What follows belongs to an exercise in optimizing a design on an open flow for small area, a short achievable clock period and few clock cycles per item; a production flow would make more cautious choices. RTL that was checked went through simulation tests only; none was proved equivalent to the original. Power and IR drop assume default switching activity.

## job 101
==> flow/design.v (excerpt) <==
module fc_layer_mac #(
    parameter int IN_DIM      = 256,
    parameter int OUT_DIM     = 32,
    parameter int IN_W        = 8,
    parameter int W_W         = 8,
    parameter int ACC_W       = 32,
    parameter int OUT_SHIFT   = 7,
    parameter int BIAS_LSHIFT = 7,
    parameter int RELU        = 1,
    parameter int OUT_W       = 8,
    parameter int WA_W        = $clog2(IN_DIM * OUT_DIM),
    parameter int BA_W        = (OUT_DIM > 1) ? $clog2(OUT_DIM) : 1
) (
    input  logic                    clk,
    input  logic                    rst_n,
    input  logic                    in_valid,
    output logic                    in_ready,
    input  logic signed [IN_W-1:0]  in_data,
    output logic [WA_W-1:0]         w_addr,
    input  logic signed [W_W-1:0]   w_q,
    output logic [BA_W-1:0]         b_addr,
    input  logic signed [W_W-1:0]   b_q,
    output logic                    out_valid,
    input  logic                    out_ready,
    output logic signed [OUT_W-1:0] out_data,
    output logic [BA_W-1:0]         out_idx,
    output logic                    out_last,
    output logic                    busy
);
Size: about 1400 cells after synthesis, roughly 850 flip-flops, about 63 I/O pins, roughly 0.022 mm² of cells after synthesis.
clock: 9.0 ns
lec_check: 0
cap_margin: 20
core_margin: 2
core_utilization: 40
slew_margin: 20
standard.sh (not shown) runs the stock make flow with config.mk's settings and CLKGATE_MAP_FILE= SYNTH_SCRIPT=/design/flow/synth_recipe.tcl, a recipe that flattens the netlist after the stock synthesis.
==> flow/flow/run.sh <==
#!/bin/bash
# Own layout flow: the standard ORFS flow (standard.sh), unchanged synthesis,
# with the extra ORFS make variables listed in flow/knobs.txt (timing-repair
# effort). Each tool's output stays in orfs/logs; make's own output goes to
# run_standard.log in this folder.
set -euo pipefail
KNOBS=$(grep -v '^#' flow/knobs.txt | tr '\n' ' ')
bash standard.sh $KNOBS finish > run_standard.log 2>&1
==> flow/flow/knobs.txt <==
SETUP_SLACK_MARGIN=6.3
CTS_CLUSTER_SIZE=30
CTS_CLUSTER_DIAMETER=80
Changes in job 102 relative to job 101:
diff --git a/flow/design.v b/flow/design.v
--- a/flow/design.v
+++ b/flow/design.v
@@ -52,18 +52,14 @@
     logic [1:0]       owed;       
     logic             busy_q;
     logic             ov_q;
     logic             ov_o;       
     logic [OUT_W-1:0] od_q;
     logic [BA_W-1:0]  oi_q;
     logic             ol_q;
-    logic [OUT_W-1:0] od_o;       
-    logic [BA_W-1:0]  oi_o;       
-    logic             ol_o;
-    logic             busy_o;
     logic             last_pend;  
     logic in_fire;
     logic out_fire;
     logic take;
     logic [BA_W-1:0]  tap_nxt;
     logic [OUT_W-1:0] res;
     assign in_fire  = in_valid & in_rdy;
@@ -176,44 +172,30 @@
             if (take) begin
                 ov_q      <= 1'b1;
                 last_pend <= (ext_idx == LAST_O);
             end else if (out_ready) begin
                 ov_q      <= 1'b0;
                 last_pend <= 1'b0;
             end
-            owed   <= owed_nxt;
-            busy_q <= busy_nxt;
-        end
-    end
-    logic [1:0] owed_nxt;
-    logic       busy_nxt;
-    always_comb begin
-        owed_nxt = owed;
-        busy_nxt = busy_q;
-        case ({in_fire & (ia == LAST_I), out_fire & last_pend})
-            2'b10: begin owed_nxt = owed + 2'd1; busy_nxt = 1'b1; end
-            2'b01: begin owed_nxt = owed - 2'd1; busy_nxt = (owed != 2'd1); end
-            default: ;
-        endcase
+            case ({in_fire & (ia == LAST_I), out_fire & last_pend})
+                2'b10: begin owed <= owed + 2'd1; busy_q <= 1'b1; end
+                2'b01: begin owed <= owed - 2'd1; busy_q <= (owed != 2'd1); end
+                default: ;
+            endcase
+        end
     end
     always_ff @(posedge clk) begin
         if (take) begin
-            od_q <= ~res;
-            oi_q <= ~ext_idx;
-            ol_q <= ~(ext_idx == LAST_O);
-        end
-    end
-    always_ff @(posedge clk) begin
-        od_o   <= take ? res : ~od_q;
-        oi_o   <= take ? ext_idx : ~oi_q;
-        ol_o   <= take ? (ext_idx == LAST_O) : ~ol_q;
-        busy_o <= busy_nxt;
+            od_q <= res;
+            oi_q <= ext_idx;
+            ol_q <= (ext_idx == LAST_O);
+        end
     end
     assign in_ready  = in_rdy_o;
     assign w_addr    = {oa, ia_o};
     assign b_addr    = oa;
     assign out_valid = ov_o;
-    assign out_data  = od_o;
-    assign out_idx   = oi_o;
-    assign out_last  = ol_o;
-    assign busy      = busy_o;
+    assign out_data  = od_q;
+    assign out_idx   = oi_q;
+    assign out_last  = ol_q;
+    assign busy      = busy_q;
 endmodule
[summary]
Summary — total number of nets in the final design, job 102 relative to job 101: higher, by 0.54%. Comparing flip-flop and latch count for job 102 and job 101, the bigger number came from job 101. Summary of job 102 over job 101: worst setup slack after layout decreased 0.093 ns; fraction of power consumed by the clock network fell 1.5 points. Against job 101, wire length after detailed routing in job 102 rose slightly. Run comparison: job 101 cell type of the slowest stage on the worst timing path dfxtp_2; job 102 cell type of the slowest stage on the worst timing path edfxtp_1.
No functional check of the RTL was part of any run of this note.

---

The RTL this note starts from:
==> flow/design.v <==
module fc_layer_mac #(
    parameter int IN_DIM      = 256,
    parameter int OUT_DIM     = 32,
    parameter int IN_W        = 8,
    parameter int W_W         = 8,
    parameter int ACC_W       = 32,
    parameter int OUT_SHIFT   = 7,
    parameter int BIAS_LSHIFT = 7,
    parameter int RELU        = 1,
    parameter int OUT_W       = 8,
    parameter int WA_W        = $clog2(IN_DIM * OUT_DIM),
    parameter int BA_W        = (OUT_DIM > 1) ? $clog2(OUT_DIM) : 1
) (
    input  logic                    clk,
    input  logic                    rst_n,
    input  logic                    in_valid,
    output logic                    in_ready,
    input  logic signed [IN_W-1:0]  in_data,
    output logic [WA_W-1:0]         w_addr,
    input  logic signed [W_W-1:0]   w_q,
    output logic [BA_W-1:0]         b_addr,
    input  logic signed [W_W-1:0]   b_q,
    output logic                    out_valid,
    input  logic                    out_ready,
    output logic signed [OUT_W-1:0] out_data,
    output logic [BA_W-1:0]         out_idx,
    output logic                    out_last,
    output logic                    busy
);
    localparam int CNT_W = $clog2(IN_DIM);
    localparam int SW    = 23;    
    localparam logic [CNT_W-1:0] LAST_I = CNT_W'(IN_DIM - 1);
    localparam logic [BA_W-1:0]  LAST_O = BA_W'(OUT_DIM - 1);
    localparam logic [BA_W-1:0]  PH_MUL = BA_W'(1);   
    localparam logic [BA_W-1:0]  PH_TAP = BA_W'(4);   
    logic             running;    
    logic [BA_W-1:0]  oa;         
    logic [CNT_W-1:0] ia;         
    logic             pact0;      
    logic             pfirst0;    
    logic                   a_valid;
    logic                   a_rdy;     
    logic signed [IN_W-1:0] a_data;
    logic                   a_last;    
    logic [3:0]             bd_one;    
    logic [3:0]             bd_two;
    logic [3:0]             bd_neg;
    logic                   pact_m;    
    logic                   pfirst_m;
    logic signed [W_W-1:0]  w_r;
    logic signed [W_W-1:0]  b_r;
    logic [12:0]            ph_lo;     
    logic [12:0]            ph_hi;     
    logic [SW-1:0]          ring [OUT_DIM];
    logic             vec_fin;    
    logic [BA_W-1:0]  ext_idx;    
    logic             tap_match;  
    logic [1:0]       owed;       
    logic             busy_q;
    logic             ov_q;
    logic [OUT_W-1:0] od_q;
    logic [BA_W-1:0]  oi_q;
    logic             ol_q;
    logic in_fire;
    logic in_last;
    logic out_fire;
    logic decide;
    logic pend;
    logic start;
    logic consume;
    logic take;
    logic [OUT_W-1:0] res;
    assign in_fire  = in_valid & a_rdy;
    assign in_last  = pact0 ? (ia == LAST_I - CNT_W'(1)) : (ia == LAST_I);
    assign out_fire = out_ready & ov_q;
    assign decide   = ~running | (oa == LAST_O);
    assign pend     = running & (oa == LAST_O) & pact0;
    assign start    = decide & a_valid & ~vec_fin;
    assign consume  = running & (oa == PH_MUL) & pact0;
    always_ff @(posedge clk or negedge rst_n) begin
        if (!rst_n) begin
            running <= 1'b0;
            oa      <= '0;
            ia      <= '0;
            pact0   <= 1'b0;
            pfirst0 <= 1'b0;
            vec_fin <= 1'b0;
        end else begin
            if (start) begin
                running <= 1'b1;
            end
            if (running) begin
                oa <= oa + BA_W'(1);
            end
            if (pend) begin
                ia <= ia + CNT_W'(1);
            end
            if (decide) begin
                pact0   <= start;
                pfirst0 <= pend ? (ia == LAST_I) : (ia == '0);
            end
            if (start && a_last) begin
                vec_fin <= 1'b1;
            end else if (take && ext_idx == LAST_O) begin
                vec_fin <= 1'b0;
            end
        end
    end
    always_ff @(posedge clk or negedge rst_n) begin
        if (!rst_n) begin
            a_valid <= 1'b0;
            a_rdy   <= 1'b0;
        end else if (in_fire) begin
            a_valid <= 1'b1;
            a_rdy   <= 1'b0;
        end else if (consume) begin
            a_valid <= 1'b0;
            a_rdy   <= 1'b1;
        end else begin
            a_rdy   <= ~a_valid;
        end
    end
    always_ff @(posedge clk) begin
        if (a_rdy) begin
            a_data <= in_data;
            a_last <= in_last;
        end
    end
    always_ff @(posedge clk or negedge rst_n) begin
        if (!rst_n) begin
            pact_m   <= 1'b0;
            pfirst_m <= 1'b0;
        end else if (running && oa == PH_MUL) begin
            pact_m   <= pact0;
            pfirst_m <= pact0 & pfirst0;
        end
    end
    always_ff @(posedge clk) begin
        if (running && oa == PH_MUL) begin
            for (int k = 0; k < 4; k++) begin
                bd_one[k] <= a_data[2*k] ^ ((k == 0) ? 1'b0 : a_data[2*k-1]);
                bd_two[k] <= (a_data[2*k+1] & ~a_data[2*k] & ~((k == 0) ? 1'b0 : a_data[2*k-1]))
                           | (~a_data[2*k+1] & a_data[2*k] & ((k == 0) ? 1'b0 : a_data[2*k-1]));
                bd_neg[k] <= a_data[2*k+1] & ~(a_data[2*k] & ((k == 0) ? 1'b0 : a_data[2*k-1]));
            end
        end
    end
    function automatic logic [9:0] brow(input logic one, input logic two,
                                        input logic neg,
                                        input logic signed [7:0] w);
        logic [9:0] m;
        m = one ? {{2{w[7]}}, w} : two ? {w[7], w, 1'b0} : 10'd0;
        m = m ^ {10{neg}};
        brow = {~m[9], m[8:0]};
    endfunction
    logic [9:0] r0, r1, r2, r3;
    assign r0 = brow(bd_one[0], bd_two[0], bd_neg[0], w_r);
    assign r1 = brow(bd_one[1], bd_two[1], bd_neg[1], w_r);
    assign r2 = brow(bd_one[2], bd_two[2], bd_neg[2], w_r);
    assign r3 = brow(bd_one[3], bd_two[3], bd_neg[3], w_r);
    always_ff @(posedge clk) begin
        w_r <= w_q;
        b_r <= b_q;
        if (pact_m) begin
            ph_lo <= 13'(r0) + {1'b0, r1, 2'b00} + {10'd0, bd_neg[1], 1'b0, bd_neg[0]};
            ph_hi <= 13'(r2) + {1'b0, r3, 2'b00} + {10'd0, bd_neg[3], 1'b0, bd_neg[2]};
        end else begin
            ph_lo <= '0;
            ph_hi <= '0;
        end
    end
    always_ff @(posedge clk) begin
        ring[0] <= ring[OUT_DIM-1] + SW'(ph_lo) + {6'd0, ph_hi, 4'd0};
        for (int k = 1; k < OUT_DIM - 1; k++) begin
            ring[k] <= ring[k-1];
        end
        if (pfirst_m) begin
            ring[OUT_DIM-1] <= {8'd43, ~b_r[W_W-1], b_r[W_W-2:0], {BIAS_LSHIFT{1'b0}}};
        end else begin
            ring[OUT_DIM-1] <= ring[OUT_DIM-2];
        end
    end
    always_comb begin
        if (ring[0][SW-1]) begin
            res = {1'b0, {(OUT_W-1){1'b1}}};
        end else if (&ring[0][SW-2:OUT_SHIFT+OUT_W-1]) begin
            res = {1'b0, ring[0][OUT_SHIFT+OUT_W-2:OUT_SHIFT]};
        end else begin
            res = '0;
        end
    end
    assign take = vec_fin & tap_match & (~ov_q | out_ready);
    always_ff @(posedge clk or negedge rst_n) begin
        if (!rst_n) begin
            ext_idx   <= '0;
            tap_match <= 1'b0;
            ov_q      <= 1'b0;
            owed      <= 2'd0;
            busy_q    <= 1'b0;
        end else begin
            if (take) begin
                ext_idx <= ext_idx + BA_W'(1);
            end
            tap_match <= take | (oa - (PH_TAP - BA_W'(1)) == ext_idx);
            if (take) begin
                ov_q <= 1'b1;
            end else if (out_ready) begin
                ov_q <= 1'b0;
            end
            case ({in_fire & in_last, out_fire & ol_q})
                2'b10: begin owed <= owed + 2'd1; busy_q <= 1'b1; end
                2'b01: begin owed <= owed - 2'd1; busy_q <= (owed != 2'd1); end
                default: ;
            endcase
        end
    end
    always_ff @(posedge clk) begin
        if (take) begin
            od_q <= res;
            oi_q <= ext_idx;
            ol_q <= (ext_idx == LAST_O);
        end
    end
    assign in_ready  = a_rdy;
    assign w_addr    = {oa, ia};
    assign b_addr    = oa;
    assign out_valid = ov_q;
    assign out_data  = od_q;
    assign out_idx   = oi_q;
    assign out_last  = ol_q;
    assign busy      = busy_q;
endmodule
Settings: LEC_CHECK=0, CAP_MARGIN=20, CORE_MARGIN=2, CORE_UTILIZATION=40, SLEW_MARGIN=20; clock period 9.0 ns.
==> flow/flow/knobs.txt <==
SETUP_SLACK_MARGIN=6.1
CTS_CLUSTER_SIZE=30
CTS_CLUSTER_DIAMETER=80
Scripts as last shown in full above: flow/flow/run.sh
The baseline produced a clean layout.
Edit:
--- a/flow/design.v
+++ b/flow/design.v
@@ -190,6 +190,8 @@
         end
     end
     assign take = vec_fin & tap_match & (~ov_q | out_ready);
+    logic [BA_W-1:0] tap_nxt;
+    assign tap_nxt = oa - 5'd3;
     always_ff @(posedge clk or negedge rst_n) begin
         if (!rst_n) begin
             ext_idx   <= '0;
@@ -201,7 +203,7 @@
             if (take) begin
                 ext_idx <= ext_idx + BA_W'(1);
             end
-            tap_match <= take | (oa - (PH_TAP - BA_W'(1)) == ext_idx);
+            tap_match <= take | (tap_nxt == ext_idx);
             if (take) begin
                 ov_q <= 1'b1;
             end else if (out_ready) begin
Worst setup slack is worse by 0.076 ns.
Power grows slightly.
Clock power grows by a few percent.
Clock skew barely changes.
Critical path depth grows by 1.
Wire length grows slightly.
Design area shrinks slightly.
Maximum frequency shrinks by a few percent.
First-iteration DRC count grows by about a fifth.
Sequential cell count is unchanged.
Testbench counts after the change, summed over its fixed seeds: cycles 262,976, vectors 32.
Function not checked in the first run of this note: the RTL went through the layout flow alone.

---

Another version of the RTL of fc_layer_mac (not shown whole).
For scale: ~1400 cells after synthesis, ~63 I/O pins.
==> flow/config.mk <==
export PLATFORM = sky130hd
export DESIGN_NAME = fc_layer_mac
export DESIGN_NICKNAME = fc_layer_mac
export VERILOG_FILES = /design/flow/design.v
export SDC_FILE = /design/flow/constraint.sdc
export NUM_CORES = 4
export LEC_CHECK = 0
export CAP_MARGIN = 20
export CORE_MARGIN = 2
export CORE_UTILIZATION = 40
export SLEW_MARGIN = 20
==> flow/constraint.sdc <==
create_clock -name core_clock -period 9.0 [get_ports {clk}]
set_input_delay 1.8000 -clock core_clock [delete_from_list [all_inputs] [get_ports {clk}]]
set_output_delay 1.8000 -clock core_clock [all_outputs]
set_load 0.01 [all_outputs]
==> flow/flow/knobs.txt <==
SETUP_SLACK_MARGIN=6.3
CTS_CLUSTER_SIZE=30
CTS_CLUSTER_DIAMETER=80
Scripts as last shown in full above: flow/flow/run.sh
Testbench counts at the start, summed over its fixed seeds: cycles 262,960, vectors 32.
==> next run, changes <==
--- a/flow/design.v
+++ b/flow/design.v
@@ -37,20 +37,20 @@
     logic [CNT_W-1:0] ia_o;       
     logic             in_rdy;
     logic             in_rdy_o;   
     logic             z;          
     logic [3:0]             bd_one;    
     logic [3:0]             bd_two;
     logic [3:0]             bd_neg;
     logic                   pact_m;    
     logic signed [W_W-1:0]  w_r;
-    logic [12:0]            ph_lo;     
-    logic [12:0]            ph_hi;     
+    logic [17:0]            ps;        
+    logic [17:0]            pc;        
     logic [SW-1:0]          ring [OUT_DIM];
     logic             vec_fin;    
     logic [BA_W-1:0]  ext_idx;    
     logic             tap_match;  
     logic [1:0]       owed;       
     logic             busy_q;
     logic             ov_q;
     logic             ov_o;       
     logic [OUT_W-1:0] od_q;       
@@ -114,25 +114,38 @@
         m = one ? {{2{w[7]}}, w} : two ? {w[7], w, 1'b0} : 10'd0;
         m = m ^ {10{neg}};
         brow = {~m[9] & act, m[8:0]};
     endfunction
     logic [9:0] r0, r1, r2, r3;
     assign r0 = brow(bd_one[0], bd_two[0], bd_neg[0], pact_m, w_r);
     assign r1 = brow(bd_one[1], bd_two[1], bd_neg[1], pact_m, w_r);
     assign r2 = brow(bd_one[2], bd_two[2], bd_neg[2], pact_m, w_r);
     assign r3 = brow(bd_one[3], bd_two[3], bd_neg[3], pact_m, w_r);
-    always_ff @(posedge clk) begin
-        w_r   <= w_q;
-        ph_lo <= 13'(r0) + {1'b0, r1, 2'b00} + {10'd0, bd_neg[1], 1'b0, bd_neg[0]};
-        ph_hi <= 13'(r2) + {1'b0, r3, 2'b00} + {10'd0, bd_neg[3], 1'b0, bd_neg[2]};
-    end
-    always_ff @(posedge clk) begin
-        ring[0] <= ring[OUT_DIM-1] + SW'(ph_lo) + {6'd0, ph_hi, 4'd0};
+    logic [17:0] x0, x1, x2, x3, s1, c1, s2, c2, s3, c3;
+    assign x0 = {8'd0, r0};
+    assign x1 = {6'd0, r1, 1'b0, bd_neg[0]};
+    assign x2 = {4'd0, r2, 1'b0, bd_neg[1], 2'd0};
+    assign x3 = {2'd0, r3, 1'b0, bd_neg[2], 4'd0};
+    assign s1 = x0 ^ x1 ^ x2;
+    assign c1 = {(x0[16:0] & x1[16:0]) | (x0[16:0] & x2[16:0]) | (x1[16:0] & x2[16:0]), 1'b0};
+    assign s2 = s1 ^ c1 ^ x3;
+    assign c2 = {(s1[16:0] & c1[16:0]) | (s1[16:0] & x3[16:0]) | (c1[16:0] & x3[16:0]), 1'b0};
+    assign s3 = {s2[17:7] ^ c2[17:7], s2[6] ^ c2[6] ^ bd_neg[3], s2[5:0]};
+    assign c3 = {(s2[16:7] & c2[16:7]),
+                 (s2[6] & c2[6]) | (s2[6] & bd_neg[3]) | (c2[6] & bd_neg[3]),
+                 1'b0, c2[5:0]};
+    always_ff @(posedge clk) begin
+        w_r <= w_q;
+        ps  <= s3;
+        pc  <= c3;
+    end
+    always_ff @(posedge clk) begin
+        ring[0] <= ring[OUT_DIM-1] + SW'(ps) + SW'(pc);
         for (int k = 1; k < OUT_DIM; k++) begin
             if (k != OUT_DIM - 2) begin
                 ring[k] <= ring[k-1];
             end
         end
         if (z) begin
             ring[OUT_DIM-2] <= {8'd43, ~b_q[W_W-1], b_q[W_W-2:0], {BIAS_LSHIFT{1'b0}}};
         end else begin
             ring[OUT_DIM-2] <= ring[OUT_DIM-3];
Outcome:
- global-route usage goes down by 0.26 points
- via count goes down by a little under a tenth
- routed wire length goes down by a few percent
- power goes up slightly
- maximum frequency is about the same
The RTL of the second run of this note was laid out without a check of its function.

## re-timing with driven ports
Ports are ideal in the flow. The routed layouts listed here were re-timed in OpenROAD. Step 1: set_driving_cell puts a clkbuf_16 on clk and a buf_2 on each other input, an assumption about the parent block. Step 2 moves the port delays by t, midway between the first and last clock arrival at a register: inputs arrive t later, outputs are due t later. That takes back most of the time a late clock gives input paths. Three values: ideal, step 1, step 2; two values: the first two.
run	shift t [ns]	setup WS [ns]	worst setup path at the end	latest minus earliest clock arrival (ns)
job 101	0.613	6.142 / 6.089 / 5.764	input to register	0.042 / 0.041
job 102	0.613	6.049 / 5.999 / 5.782	input to register	0.025 / 0.025
the first run of note 2	0.615	6.027 / 5.976 / 5.588	input to register	0.023 / 0.023
the second run of note 2	0.613	5.951 / 5.898 / 5.562	input to register	0.028 / 0.027
the first run of note 3	0.627	6.131 / 6.075 / 5.788	input to register	0.035 / 0.035
the second run of note 3	0.616	6.129 / 6.079 / 5.791	input to register	0.027 / 0.026
After both steps every run listed still meets setup and hold. For the first run of note 2, which loses most, drivers alone change the setup slack by -0.051 ns; drivers and shift together by -0.439 ns.
